This design comes from an exercise in tuning for small area, a short achievable clock period and few clock cycles per item on the open sky130 flow, not from production work.

==> flow/design.v <==
`timescale 1ns/1ps
`default_nettype none
package xoodoo_pkg;
        localparam int STATE_W = 384;
        localparam int LANE_W = 32;
        localparam int NUM_ROUNDS = 12;
        localparam logic [NUM_ROUNDS*12-1:0] ROUND_CONSTANTS = {
                12'h012, 12'h1A0, 12'h0F0, 12'h380,
                12'h02C, 12'h060, 12'h014, 12'h120,
                12'h0D0, 12'h3C0, 12'h038, 12'h058
        };
endpackage
`default_nettype wire
`timescale 1ns/1ps
`default_nettype none
package cyclist_pkg;
        localparam int BLOCK_BYTES = 16;
        localparam logic [1:0] OP_INIT    = 2'd0;
        localparam logic [1:0] OP_ABSORB  = 2'd1;
        localparam logic [1:0] OP_SQUEEZE = 2'd2;
        localparam logic [7:0] CD_FIRST_ABSORB = 8'h01;
        localparam logic [7:0] PAD_BYTE = 8'h01;
endpackage
`default_nettype wire
`timescale 1ns/1ps
`default_nettype none
module xoodoo_round (
        input  logic [11:0]  rc,
        input  logic [383:0] state_in,
        output logic [383:0] state_out
);
        function automatic logic [31:0] rotl(input logic [31:0] a, input integer n);
                rotl = (a << n) | (a >> (32 - n));
        endfunction
        logic [3:0][31:0] p;
        logic [3:0][31:0] e;
        logic [11:0][31:0] theta;
        logic [11:0][31:0] rho_w;
        logic [11:0][31:0] chi;
        logic [11:0][31:0] rho_e;
        always_comb begin
                for (int x = 0; x < 4; x++) begin
                        p[x] = state_in[32*x +: 32] ^ state_in[32*(x+4) +: 32] ^ state_in[32*(x+8) +: 32];
                end
                for (int x = 0; x < 4; x++) begin
                        e[x] = rotl(p[(x + 3) % 4], 5) ^ rotl(p[(x + 3) % 4], 14);
                end
                for (int i = 0; i < 12; i++) begin
                        theta[i] = state_in[32*i +: 32] ^ e[i % 4];
                end
                for (int x = 0; x < 4; x++) begin
                        rho_w[x]     = theta[x];
                        rho_w[4 + x] = theta[4 + (x + 3) % 4];
                        rho_w[8 + x] = rotl(theta[8 + x], 11);
                end
                rho_w[0] = theta[0] ^ {20'h0, rc};
                for (int x = 0; x < 4; x++) begin
                        chi[x]     = rho_w[x]     ^ (~rho_w[4 + x] & rho_w[8 + x]);
                        chi[4 + x] = rho_w[4 + x] ^ (~rho_w[8 + x] & rho_w[x]);
                        chi[8 + x] = rho_w[8 + x] ^ (~rho_w[x]     & rho_w[4 + x]);
                end
                for (int x = 0; x < 4; x++) begin
                        rho_e[x]     = chi[x];
                        rho_e[4 + x] = rotl(chi[4 + x], 1);
                        rho_e[8 + x] = rotl(chi[8 + (x + 2) % 4], 8);
                end
                for (int i = 0; i < 12; i++) begin
                        state_out[32*i +: 32] = rho_e[i];
                end
        end
endmodule
`default_nettype wire
`timescale 1ns/1ps
`default_nettype none
module xoodoo_permute #(
        parameter int ROUNDS_PER_CYCLE = 2,
        parameter int GRP_W            = 3
) (
        input  logic [GRP_W-1:0] grp,
        input  logic [383:0]     state_in,
        output logic [383:0]     state_out
);
        logic [ROUNDS_PER_CYCLE:0][383:0]  stage;
        logic [ROUNDS_PER_CYCLE-1:0][11:0] rc;
        assign stage[0] = state_in;
        for (genvar k = 0; k < ROUNDS_PER_CYCLE; k++) begin : g_round
                assign rc[k] = xoodoo_pkg::ROUND_CONSTANTS[12*(int'(grp) * ROUNDS_PER_CYCLE + k) +: 12];
                xoodoo_round u_round (
                        .rc        (rc[k]),
                        .state_in  (stage[k]),
                        .state_out (stage[k+1])
                );
        end
        assign state_out = stage[ROUNDS_PER_CYCLE];
endmodule
`default_nettype wire
`timescale 1ns/1ps
`default_nettype none
module cyclist_state (
        input  logic         eph1,
        input  logic         rst,
        input  logic         clear_state,
        input  logic         use_perm,
        input  logic         absorb,
        input  logic [127:0] block,
        input  logic         first,
        input  logic         capture_digest,
        input  logic [383:0] perm_out,
        output logic [383:0] state,
        output logic [127:0] digest
);
        logic [383:0] base;
        logic [383:0] inj;
        logic [383:0] state_r;
        assign base = use_perm ? perm_out : state_r;
        always_comb begin
                inj = '0;
                if (absorb) begin
                        inj[127:0]   = block;
                        inj[135:128] = cyclist_pkg::PAD_BYTE;
                        inj[383:376] = first ? cyclist_pkg::CD_FIRST_ABSORB : 8'h00;
                end
        end
        always_ff @(posedge eph1) begin
                if (clear_state) begin
                        state_r <= '0;
                end else begin
                        state_r <= base ^ inj;
                end
        end
        always_ff @(posedge eph1) begin
                if (rst) begin
                        digest <= '0;
                end else if (capture_digest) begin
                        digest <= base[127:0];
                end
        end
        assign state = state_r;
endmodule
`default_nettype wire
`timescale 1ns/1ps
`default_nettype none
module cyclist_ctrl #(
        parameter int NUM_GROUPS = 6,
        parameter int GRP_W      = 3
) (
        input  logic             eph1,
        input  logic             rst,
        input  logic             start,
        input  logic [1:0]       op,
        output logic             clear_state,
        output logic             use_perm,
        output logic             absorb,
        output logic             first,
        output logic             capture_digest,
        output logic [GRP_W-1:0] grp,
        output logic             pad_in,
        output logic             busy,
        output logic             done
);
        localparam logic [GRP_W-1:0] LAST = GRP_W'(NUM_GROUPS - 1);
        logic             run;
        logic [GRP_W-1:0] cnt;
        logic             sqp;
        logic             phase_up;
        logic accept;
        logic last;
        logic acc_init;
        logic acc_absorb;
        logic acc_squeeze;
        assign accept      = start && !busy && !rst;
        assign last        = run && (cnt == LAST);
        assign acc_init    = accept && (op == cyclist_pkg::OP_INIT);
        assign acc_absorb  = accept && (op == cyclist_pkg::OP_ABSORB);
        assign acc_squeeze = accept && (op == cyclist_pkg::OP_SQUEEZE);
        assign grp    = run ? cnt : '0;
        assign pad_in = !run && phase_up;
        assign clear_state    = rst || acc_init;
        assign use_perm       = run || (acc_squeeze && phase_up);
        assign absorb         = acc_absorb;
        assign capture_digest = (acc_squeeze && (!phase_up || (NUM_GROUPS == 1))) ||
                                (last && sqp);
        always_ff @(posedge eph1) begin
                if (rst) begin
                        run      <= 1'b0;
                        cnt      <= '0;
                        sqp      <= 1'b0;
                        phase_up <= 1'b1;
                        first    <= 1'b1;
                        busy     <= 1'b0;
                        done     <= 1'b0;
                end else if (run && !last) begin
                        cnt <= cnt + 1'b1;
                        if (!sqp && (cnt + 1'b1 == LAST)) begin
                                busy <= 1'b0;
                                done <= 1'b1;
                        end else begin
                                busy <= 1'b1;
                                done <= 1'b0;
                        end
                end else if (last && sqp) begin
                        run  <= 1'b0;
                        sqp  <= 1'b0;
                        busy <= 1'b0;
                        done <= 1'b1;
                end else begin
                        run  <= 1'b0;
                        busy <= 1'b0;
                        done <= 1'b0;
                        if (accept) begin
                                case (op)
                                        cyclist_pkg::OP_INIT: begin
                                                phase_up <= 1'b1;
                                                first    <= 1'b1;
                                                done     <= 1'b1;
                                        end
                                        cyclist_pkg::OP_ABSORB: begin
                                                phase_up <= 1'b0;
                                                first    <= 1'b0;
                                                run      <= 1'b1;
                                                cnt      <= '0;
                                                sqp      <= 1'b0;
                                                busy     <= (NUM_GROUPS > 1);
                                                done     <= (NUM_GROUPS == 1);
                                        end
                                        cyclist_pkg::OP_SQUEEZE: begin
                                                phase_up <= 1'b1;
                                                if (!phase_up || (NUM_GROUPS == 1)) begin
                                                        done <= 1'b1;
                                                end else begin
                                                        run  <= 1'b1;
                                                        cnt  <= GRP_W'(1);
                                                        sqp  <= 1'b1;
                                                        busy <= 1'b1;
                                                end
                                        end
                                        default: begin
                                                done <= 1'b1;
                                        end
                                endcase
                        end
                end
        end
endmodule
`default_nettype wire
`timescale 1ns/1ps
`default_nettype none
module xoodyak_hash_top #(
        parameter int ROUNDS_PER_CYCLE = 1
) (
        input  logic         eph1,
        input  logic         rst,
        input  logic         start,
        input  logic [129:0] cmd,
        output logic         busy,
        output logic         done,
        output logic [127:0] digest
);
        localparam int NUM_GROUPS = xoodoo_pkg::NUM_ROUNDS / ROUNDS_PER_CYCLE;
        localparam int GRP_W      = (NUM_GROUPS > 1) ? $clog2(NUM_GROUPS) : 1;
        logic             clear_state;
        logic             use_perm;
        logic             absorb;
        logic             first;
        logic             capture_digest;
        logic [GRP_W-1:0] grp;
        logic             pad_in;
        logic [383:0] state;
        logic [383:0] perm_in;
        logic [383:0] perm_out;
        cyclist_ctrl #(
                .NUM_GROUPS (NUM_GROUPS),
                .GRP_W      (GRP_W)
        ) u_ctrl (
                .eph1           (eph1),
                .rst            (rst),
                .start          (start),
                .op             (cmd[129:128]),
                .clear_state    (clear_state),
                .use_perm       (use_perm),
                .absorb         (absorb),
                .first          (first),
                .capture_digest (capture_digest),
                .grp            (grp),
                .pad_in         (pad_in),
                .busy           (busy),
                .done           (done)
        );
        cyclist_state u_state (
                .eph1           (eph1),
                .rst            (rst),
                .clear_state    (clear_state),
                .use_perm       (use_perm),
                .absorb         (absorb),
                .block          (cmd[127:0]),
                .first          (first),
                .capture_digest (capture_digest),
                .perm_out       (perm_out),
                .state          (state),
                .digest         (digest)
        );
        assign perm_in = {state[383:1], state[0] ^ pad_in};
        xoodoo_permute #(
                .ROUNDS_PER_CYCLE (ROUNDS_PER_CYCLE),
                .GRP_W            (GRP_W)
        ) u_permute (
                .grp       (grp),
                .state_in  (perm_in),
                .state_out (perm_out)
        );
endmodule
`default_nettype wire
==> flow/config.mk <==
export PLATFORM = sky130hd
export DESIGN_NAME = xoodyak_hash_top
export DESIGN_NICKNAME = xoodyak_hash_top
export VERILOG_FILES = /design/flow/design.v
export SDC_FILE = /design/flow/constraint.sdc
export NUM_CORES = 4
export LEC_CHECK = 0
export CAP_MARGIN = 20
export CORE_MARGIN = 2
export CORE_UTILIZATION = 28
export PLACE_DENSITY = 0.5
export SLEW_MARGIN = 20
==> flow/constraint.sdc <==
create_clock -name core_clock -period 10.0 [get_ports {eph1}]
set_input_delay 2.0000 -clock core_clock [delete_from_list [all_inputs] [get_ports {eph1}]]
set_output_delay 2.0000 -clock core_clock [all_outputs]
set_load 0.01 [all_outputs]
run.sh (not shown) runs the stock make flow with config.mk's settings and CLKGATE_MAP_FILE= SYNTH_SCRIPT=/design/flow/synth_recipe.tcl, a recipe that flattens the netlist after the stock synthesis.
Edit:
--- a/flow/design.v
+++ b/flow/design.v
@@ -243,13 +243,13 @@
         end
 endmodule
 `default_nettype wire
 `timescale 1ns/1ps
 `default_nettype none
 module xoodyak_hash_top #(
-        parameter int ROUNDS_PER_CYCLE = 1
+        parameter int ROUNDS_PER_CYCLE = 2
 ) (
         input  logic         eph1,
         input  logic         rst,
         input  logic         start,
         input  logic [129:0] cmd,
         output logic         busy,
Outcome: The new run completed without violations. Maximum frequency shrinks by about a fifth. Synthesized area rises by well over a third. Clock-buffer cell count came out higher by 22. Core utilization drops by 0.98 points. Worst setup slack degrades by 1.3 ns. Hold slack got worse by 0.030 ns.
No functional check of the RTL was part of any run of this note.

## re-timing with driven ports
The flow's constraints put no driver on any port. The routed layouts listed below were extracted and timed again, unchanged, in two steps.
Step 1 assumes that a clkbuf_16 drives the clock port and a buf_2 every other input.
Step 2 times the ports against the registers' clock, not the clock port: input delays grow and output delays shrink by t, the midpoint of the rising clock arrivals with the driver on.
Three values: ideal ports, drivers, drivers and shift; two values: the first two.
run	t (ns)	setup slack, ns	clock arrival spread, ns	worst data-port slew with drivers (ns)
the first run	0.716	4.883 / 4.932 / 4.217	0.030 / 0.029	0.07
the second run	0.869	3.619 / 3.619 / 3.424	0.063 / 0.063	0.10
After both steps every run listed still meets setup and hold. For the first run, which loses most, drivers alone change the setup slack by +0.049 ns; drivers and shift together by -0.666 ns.
